From an optimization exercise on the open Yosys and OpenROAD flow, aimed at small area, a short achievable clock period and few clock cycles; shortcuts taken in it are not production practice. At most, simulation tests tie the RTL to the original design; equivalence was not proved. Power figures rest on the tool's default switching activity, not on a simulated workload.

==> flow/design.v <==
`timescale 1ns/1ps
`default_nettype none
package stage_pkg;
  localparam int BUF_ADDR_W = 7;
  typedef struct packed {
    logic signed [23:0] int_part;
    logic [7:0]         frac_part;
  } sample_t;
  typedef enum logic [0:0] {
    PASS_FORWARD = 1'b0,
    PASS_ERROR   = 1'b1
  } pass_e;
  typedef enum logic [1:0] {
    SEQ_IDLE = 2'd0,
    SEQ_READ = 2'd1,
    SEQ_NEXT = 2'd2
  } seq_state_e;
  typedef struct packed {
    logic                  valid;
    logic                  write;
    logic [BUF_ADDR_W-1:0] address;
    sample_t               data;
  } buf_req_t;
  typedef struct packed {
    sample_t    data;
    logic [3:0] tap_address;
    logic [3:0] bias_address;
    pass_e      kind;
    logic       last;     
  } out_beat_t;
endpackage
`default_nettype wire
`timescale 1ns/1ps
`timescale 1ns/1ps
`timescale 1ns/1ps
`timescale 1ns/1ps
`timescale 1ns/1ps
`default_nettype none
module stage0_top #(
  parameter int LEN_W   = 3,
  parameter int DEPTH_W = 4,
  parameter int WORD_W  = 32
) (
  input  wire                  clk,
  input  wire                  reset,
  input  wire [WORD_W-1:0]     in_data,
  input  wire                  in_valid,
  input  wire [LEN_W-1:0]      load_length,
  input  wire [DEPTH_W-1:0]    load_depth,
  input  wire [1:0]            state_length,
  input  wire                  learn,
  output logic                 in_ready,
  output logic                 out_valid,
  output logic [WORD_W+9:0]    out_beat
);
  localparam int SLOTS = 2 ** LEN_W;
  logic [LEN_W-1:0] lenm1_q;     
  logic             len0_q;      
  logic [2:0]       pm1m1_q;     
  logic             pm0_q;       
  logic             depth1_q;
  logic             learn_q;
  logic [2:0]       pm1;
  assign pm1 = {1'b0, state_length} + {2'b00, learn};
  always_ff @(posedge clk) begin
    lenm1_q  <= load_length - LEN_W'(1);
    len0_q   <= (load_length == '0);
    pm1m1_q  <= pm1 - 3'd1;
    pm0_q    <= (pm1 == 3'd0);
    depth1_q <= (load_depth == DEPTH_W'(1));
    learn_q  <= learn;
  end
  typedef struct packed {
    logic             rdy;     
    logic [LEN_W-1:0] ww;      
    logic             wl;      
    logic             wnz;     
    logic             act;     
    logic             nf;      
    logic [LEN_W-1:0] rw;      
    logic             lw;      
    logic [2:0]       rp;      
    logic             fp;      
    logic             go;      
  } st_t;
  st_t               s;
  logic [WORD_W-1:0] mem [0:SLOTS-1];
  logic [WORD_W-1:0] od_q;
  logic [LEN_W-1:0]  tap_q;
  logic [2:0]        bias_q;
  logic              kind_q;
  logic              last_q;
  logic ww_at_m1;
  logic rw_at_m1;
  logic rp_at_m1;
  assign ww_at_m1 = (s.ww == lenm1_q);
  assign rw_at_m1 = (s.rw == lenm1_q);
  assign rp_at_m1 = (s.rp == pm1m1_q);
  function automatic st_t next_state(input logic t);
    st_t  n;
    logic tl;
    logic pass_end;
    logic blk_end;
    tl       = t & s.wl;
    n.go     = s.act | (tl & ~len0_q);
    n.ww     = s.ww;
    n.wl     = s.wl;
    n.wnz    = s.wnz;
    if (t) begin
      n.ww   = s.wl ? '0 : s.ww + LEN_W'(1);
      n.wl   = s.wl ? len0_q : ww_at_m1;
      n.wnz  = ~s.wl;
    end
    pass_end = n.go & s.lw;
    n.rw     = s.rw;
    n.lw     = s.lw;
    if (n.go) begin
      n.rw   = s.lw ? '0 : s.rw + LEN_W'(1);
      n.lw   = s.lw ? len0_q : rw_at_m1;
    end
    n.rp     = s.rp;
    n.fp     = s.fp;
    if (pass_end) begin
      n.rp   = s.fp ? 3'd0 : s.rp + 3'd1;
      n.fp   = s.fp ? pm0_q : rp_at_m1;
    end
    blk_end  = s.act & s.lw & s.fp;
    n.act    = s.act ? (~blk_end | s.nf | tl) : tl;
    n.nf     = s.act & ~blk_end & (s.nf | tl);
    n.rdy    = (~n.act | (~n.nf & n.fp)) & (~depth1_q | n.wnz | ~n.act);
    next_state = n;
  endfunction
  st_t s_t0;
  st_t s_t1;
  st_t s_n;
  assign s_t0 = next_state(1'b0);
  assign s_t1 = next_state(1'b1);
  assign s_n  = (in_valid & s.rdy) ? s_t1 : s_t0;
  always_ff @(posedge clk) begin
    if (reset) begin
      s     <= '0;
      s.rdy <= 1'b1;
      s.wl  <= (load_length == '0);
      s.lw  <= (load_length == '0);
      s.fp  <= (pm1 == 3'd0);
    end else begin
      s     <= s_n;
    end
  end
  always_ff @(posedge clk) begin
    for (int i = 0; i < SLOTS; i++) begin
      if (s.rdy && s.ww == LEN_W'(i)) mem[i] <= in_data;
    end
  end
  logic [WORD_W-1:0] rd_data;
  always_comb begin
    rd_data = '0;
    for (int i = 0; i < SLOTS; i++) begin
      rd_data = rd_data | (mem[i] & {WORD_W{s.rw == LEN_W'(i)}});
    end
  end
  always_ff @(posedge clk) begin
    od_q   <= rd_data;
    tap_q  <= s.rw;
    bias_q <= s.rp;
    kind_q <= learn_q & s.fp;
    last_q <= s.lw;
  end
  assign in_ready  = s.rdy;
  assign out_valid = s.go;
  assign out_beat  = {od_q, 1'b0, tap_q, 1'b0, bias_q, kind_q, last_q};
endmodule
`default_nettype wire
clock: 5.5 ns
lec_check: 0
cap_margin: 20
core_margin: 2
core_utilization: 60
cts_buf_list: sky130_fd_sc_hd__clkbuf_4 sky130_fd_sc_hd__clkbuf_8
place_density: 0.65
setup_slack_margin: 3.5
slew_margin: 20
standard.sh (not shown) runs the stock make flow with config.mk's settings and CLKGATE_MAP_FILE= SYNTH_SCRIPT=/design/flow/synth_recipe.tcl, a recipe that flattens the netlist after the stock synthesis.
==> flow/flow/run.sh <==
#!/bin/bash
# Standard ORFS layout with two changes: the port buffers are buf_2 cells rather than the cell
# buffer_ports picks by default, and the output of every step is kept in flow_make.log.
set -euo pipefail
export BUFFER_PORTS_ARGS="-buffer_cell sky130_fd_sc_hd__buf_2"
bash standard.sh > flow_make.log 2>&1
The first run ran to the end with no violations.
Then changed:
==> flow/run.sh (new file) <==
#!/bin/bash
# synth_recipe.tcl (not shown) runs the flow's synth.tcl, then flattens the netlist and writes it again
# the make line also repeats each setting of config.mk as NAME=value (left out here)
make -C /OpenROAD-flow-scripts/flow DESIGN_CONFIG=/design/flow/config.mk WORK_HOME=/design/flow/orfs CLKGATE_MAP_FILE= SYNTH_SCRIPT=/design/flow/synth_recipe.tcl finish
- CTS_BUF_LIST: sky130_fd_sc_hd__clkbuf_4 sky130_fd_sc_hd__clkbuf_8 -> default
removed: flow/flow/run.sh
removed: flow/standard.sh
What happened: The changed run produced a clean layout. Final area grows by 2.8%. Power rose by 5.8%. Sequential share of layout area drops by 1.8 points. Routed wire length hardly moves. Cell count fell by 3.2%. Count of clock-buffer cells in the layout drops by 32. Global-route usage hardly moves. Utilization rose by 2.0 points. Combinational power went up by 6.8%. Die area does not change. Sequential cell count does not change.
Then changed:
- CTS_BUF_LIST: default -> sky130_fd_sc_hd__clkbuf_4 sky130_fd_sc_hd__clkbuf_8
=>
- clock-buffer cell count grows by 29
- fmax is about the same
- cell area shrinks by 0.42%
- flip-flop and latch count stays the same
- cell count grows by 3.7%
- critical path depth stays the same
- power shrinks by 3.4%
Then changed:
- CTS_BUF_LIST: sky130_fd_sc_hd__clkbuf_4 sky130_fd_sc_hd__clkbuf_8 -> sky130_fd_sc_hd__clkbuf_8 sky130_fd_sc_hd__clkbuf_16
- CTS_CLUSTER_DIAMETER: default -> 60
- CTS_CLUSTER_SIZE: default -> 25
- SETUP_SLACK_MARGIN: 3.5 -> 4.0
What happened: The new run passed the timing, DRC and antenna checks. Synthesized cell count is unchanged. Wire length climbs by a quarter to a third. Non-clock buffer count climbs by 102. Sequential share of layout area drops by 7.2 points. Worst setup slack is worse by 0.12 ns. Cell count climbs by a few percent. Synthesized area is unchanged. Design area climbs by roughly a tenth.
Function was not checked in any run of this note: the RTL went through the layout flow alone.

========
wip/tundra:
stage0_top, a different RTL version from the one above (not shown whole).
Size in the first run: roughly 670 cells after synthesis, roughly 330 flip-flops, roughly 89 I/O pins.
## stage0_top
module stage0_top #(
  parameter int LEN_W   = 3,
  parameter int DEPTH_W = 4,
  parameter int WORD_W  = 32
) (
  input  wire                  clk,
  input  wire                  reset,
  input  wire [WORD_W-1:0]     in_data,
  input  wire                  in_valid,
  input  wire [LEN_W-1:0]      load_length,
  input  wire [DEPTH_W-1:0]    load_depth,
  input  wire [1:0]            state_length,
  input  wire                  learn,
  output logic                 in_ready,
  output logic                 out_valid,
  output logic [WORD_W+9:0]    out_beat
);
clock: 5.5 ns
lec_check: 0
cap_margin: 20
core_margin: 2
core_utilization: 60
cts_buf_list: sky130_fd_sc_hd__clkbuf_4 sky130_fd_sc_hd__clkbuf_8
place_density: 0.65
setup_slack_margin: 3.5
slew_margin: 20
==> flow/flow/run.sh <==
#!/bin/bash
# Standard ORFS layout with the port buffers as buf_2 cells and the clock tree built with the
# arguments below; the output of every step is kept in flow_make.log.
set -euo pipefail
export BUFFER_PORTS_ARGS="-buffer_cell sky130_fd_sc_hd__buf_2"
export CTS_ARGS="-repair_clock_nets -buf_list {sky130_fd_sc_hd__clkbuf_16} -root_buf sky130_fd_sc_hd__clkbuf_16 -dont_use_dummy_load"
bash standard.sh > flow_make.log 2>&1
wip/tundra completed every stage of the flow, and the final layout passed the timing, DRC and antenna checks.
Testbench counts of wip/tundra, summed over its fixed seeds: cycles 32,039.
## Diff of input files: wip/zinc against wip/tundra
==> flow/flow/run.sh <==
#!/bin/bash
# Standard ORFS layout with the port buffers as buf_2 cells and the clock tree built with the
# arguments below; the output of every step is kept in flow_make.log.
set -euo pipefail
export BUFFER_PORTS_ARGS="-buffer_cell sky130_fd_sc_hd__buf_2"
export CTS_ARGS="-sink_clustering_enable -repair_clock_nets -buf_list {sky130_fd_sc_hd__clkbuf_16} -root_buf sky130_fd_sc_hd__clkbuf_16 -sink_clustering_size 30 -sink_clustering_max_diameter 80 -dont_use_dummy_load -distance_between_buffers 1000 -branching_point_buffers_distance 1000"
bash standard.sh > flow_make.log 2>&1
## What came out
- wip/tundra | status: complete | timing, DRC, antenna: pass
- wip/zinc: PASS, flow complete, no timing, DRC or antenna violations
- Instance count of the mapped netlist: wip/tundra vs wip/zinc identical
- Looking only at final cell count, and setting everything else aside, the lower value of wip/tundra and wip/zinc goes to wip/zinc.
- Compared with wip/tundra, placement density in the core of wip/zinc is lower.
- wip/zinc vs. wip/tundra: wire length went down by 3.3%.
- Fraction of final layout cells sized beyond drive strength 1 in wip/zinc is 3.7 points lower than in wip/tundra
- Re total number of sequential cells: no difference whatsoever between wip/zinc and wip/tundra.
- Clock buffer and inverter area fraction after layout ends up higher on wip/tundra.
- Post-layout minimum cycle time for wip/zinc: 0.014 ns down relative to wip/tundra
- From wip/tundra to wip/zinc the numbers moved as follows: least setup slack across all paths after layout now larger; net switching power down about 18%.
Changes in wip/indigo relative to wip/zinc:
==> flow/flow/run.sh <==
#!/bin/bash
# Standard ORFS layout with the port buffers as buf_2 cells and the clock tree built with the
# arguments below; the output of every step is kept in flow_make.log.
set -euo pipefail
export BUFFER_PORTS_ARGS="-buffer_cell sky130_fd_sc_hd__buf_2"
export CTS_ARGS="-sink_clustering_enable -repair_clock_nets -buf_list {sky130_fd_sc_hd__clkbuf_8 sky130_fd_sc_hd__clkbuf_16} -sink_clustering_size 20 -sink_clustering_max_diameter 50 -dont_use_dummy_load"
bash standard.sh > flow_make.log 2>&1
==> comparison <==
- Diff wip/zinc -> wip/indigo | transition time of the tightest slew-check pin | decrease of 0.0048 ns
- In wip/indigo the total via count in the routed design turned out 54 higher than in wip/zinc.
- Going from wip/zinc to wip/indigo, the post-layout total power was found to have gone up by about 11%.
- Slack of the critical path is lower on wip/indigo
- Share of final-layout standard cells stronger than drive strength 1 sits higher in wip/indigo than in wip/zinc.
- wip/zinc -> wip/indigo: detailed router's first-iteration violation count decreased by a little under 10%
- Of wip/indigo and wip/zinc, the lower final core utilization belongs to wip/zinc.
- Looking at sequential share of layout area, wip/indigo sits 1.8 points below wip/zinc.
Edits applied to the flow inputs when going from wip/indigo to wip/sierra:
==> flow/flow/run.sh <==
#!/bin/bash
# Standard ORFS layout with the port buffers as buf_2 cells and the clock tree built with the
# arguments below; the output of every step is kept in flow_make.log.
set -euo pipefail
export BUFFER_PORTS_ARGS="-buffer_cell sky130_fd_sc_hd__buf_2"
export CTS_ARGS="-sink_clustering_enable -repair_clock_nets -buf_list {sky130_fd_sc_hd__clkbuf_16} -root_buf sky130_fd_sc_hd__clkbuf_16 -sink_clustering_size 30 -sink_clustering_max_diameter 80 -dont_use_dummy_load -sink_clustering_levels 1"
bash standard.sh > flow_make.log 2>&1
Findings:
Compared with wip/indigo, wip/sierra shows a lower minimum period implied by the final worst setup slack. Summary of wip/sierra over wip/indigo: multi-input logic cell count about even, worst hold slack after final layout picked up an extra 0.0032 ns, worst stage delay on the critical path held, non-clock buffering overhead in the final layout now sits at about the same level, combinational power share higher. Delta (wip/sierra minus wip/indigo): clock skew fell by 0.0046 ns; number of H-tree levels stayed essentially flat; clock power share fell by 7.1 points; worst setup slack after layout rose by 0.016 ns. Relative to wip/indigo, the share of the final layout cell area in sequential cells of wip/sierra is higher by 1.8 points.

afterwards: timing with drivers on the ports:
Ports are ideal in the flow. The routed layouts listed here were re-timed in OpenROAD.
Step 1 assumes that a clkbuf_16 drives the clock port and a buf_2 every other input.
Step 2 adds t to the input delays and takes it off the output delays; t is the mean of the earliest and latest rising clock arrival at the registers after step 1. Input paths then give back, and output paths get back, about the clock's delay inside the block.
a / b / c = no drivers / after step 1 / after step 2; a / b = the first two.
| run | shift t [ns] | setup slack, ns | hold slack, ns | slew at the worst register clock pin (ns) | worst slew at a driven data input, ns |
|---|---|---|---|---|---|
| the first run of note 1 | 0.586 | 3.382 / 3.342 / 3.262 | 0.405 / 0.405 / 0.405 | 0.07 / 0.07 | 0.05 |
| the second run of note 1 | 0.596 | 3.384 / 3.334 / 3.037 | 0.406 / 0.406 / 0.406 | 0.06 / 0.06 | 0.06 |
| the third run of note 1 | 0.591 | 3.382 / 3.343 / 2.919 | 0.402 / 0.402 / 0.402 | 0.07 / 0.07 | 0.06 |
| the fourth run of note 1 | 0.565 | 3.260 / 3.260 / 3.241 | 0.417 / 0.417 / 0.417 | 0.10 / 0.10 | 0.06 |
| wip/tundra | 0.588 | 3.385 / 3.343 / 3.145 | 0.397 / 0.397 / 0.397 | 0.06 / 0.06 | 0.06 |
| wip/zinc | 0.539 | 3.399 / 3.355 / 3.147 | 0.410 / 0.410 / 0.410 | 0.11 / 0.11 | 0.06 |
| wip/indigo | 0.572 | 3.383 / 3.339 / 3.134 | 0.406 / 0.406 / 0.406 | 0.08 / 0.08 | 0.06 |
| wip/sierra | 0.539 | 3.399 / 3.355 / 3.147 | 0.410 / 0.410 / 0.410 | 0.11 / 0.11 | 0.06 |
After both steps setup and hold are still met in every run listed. For the third run of note 1, which loses most, drivers alone change the setup slack by -0.039 ns; drivers and shift together by -0.463 ns.
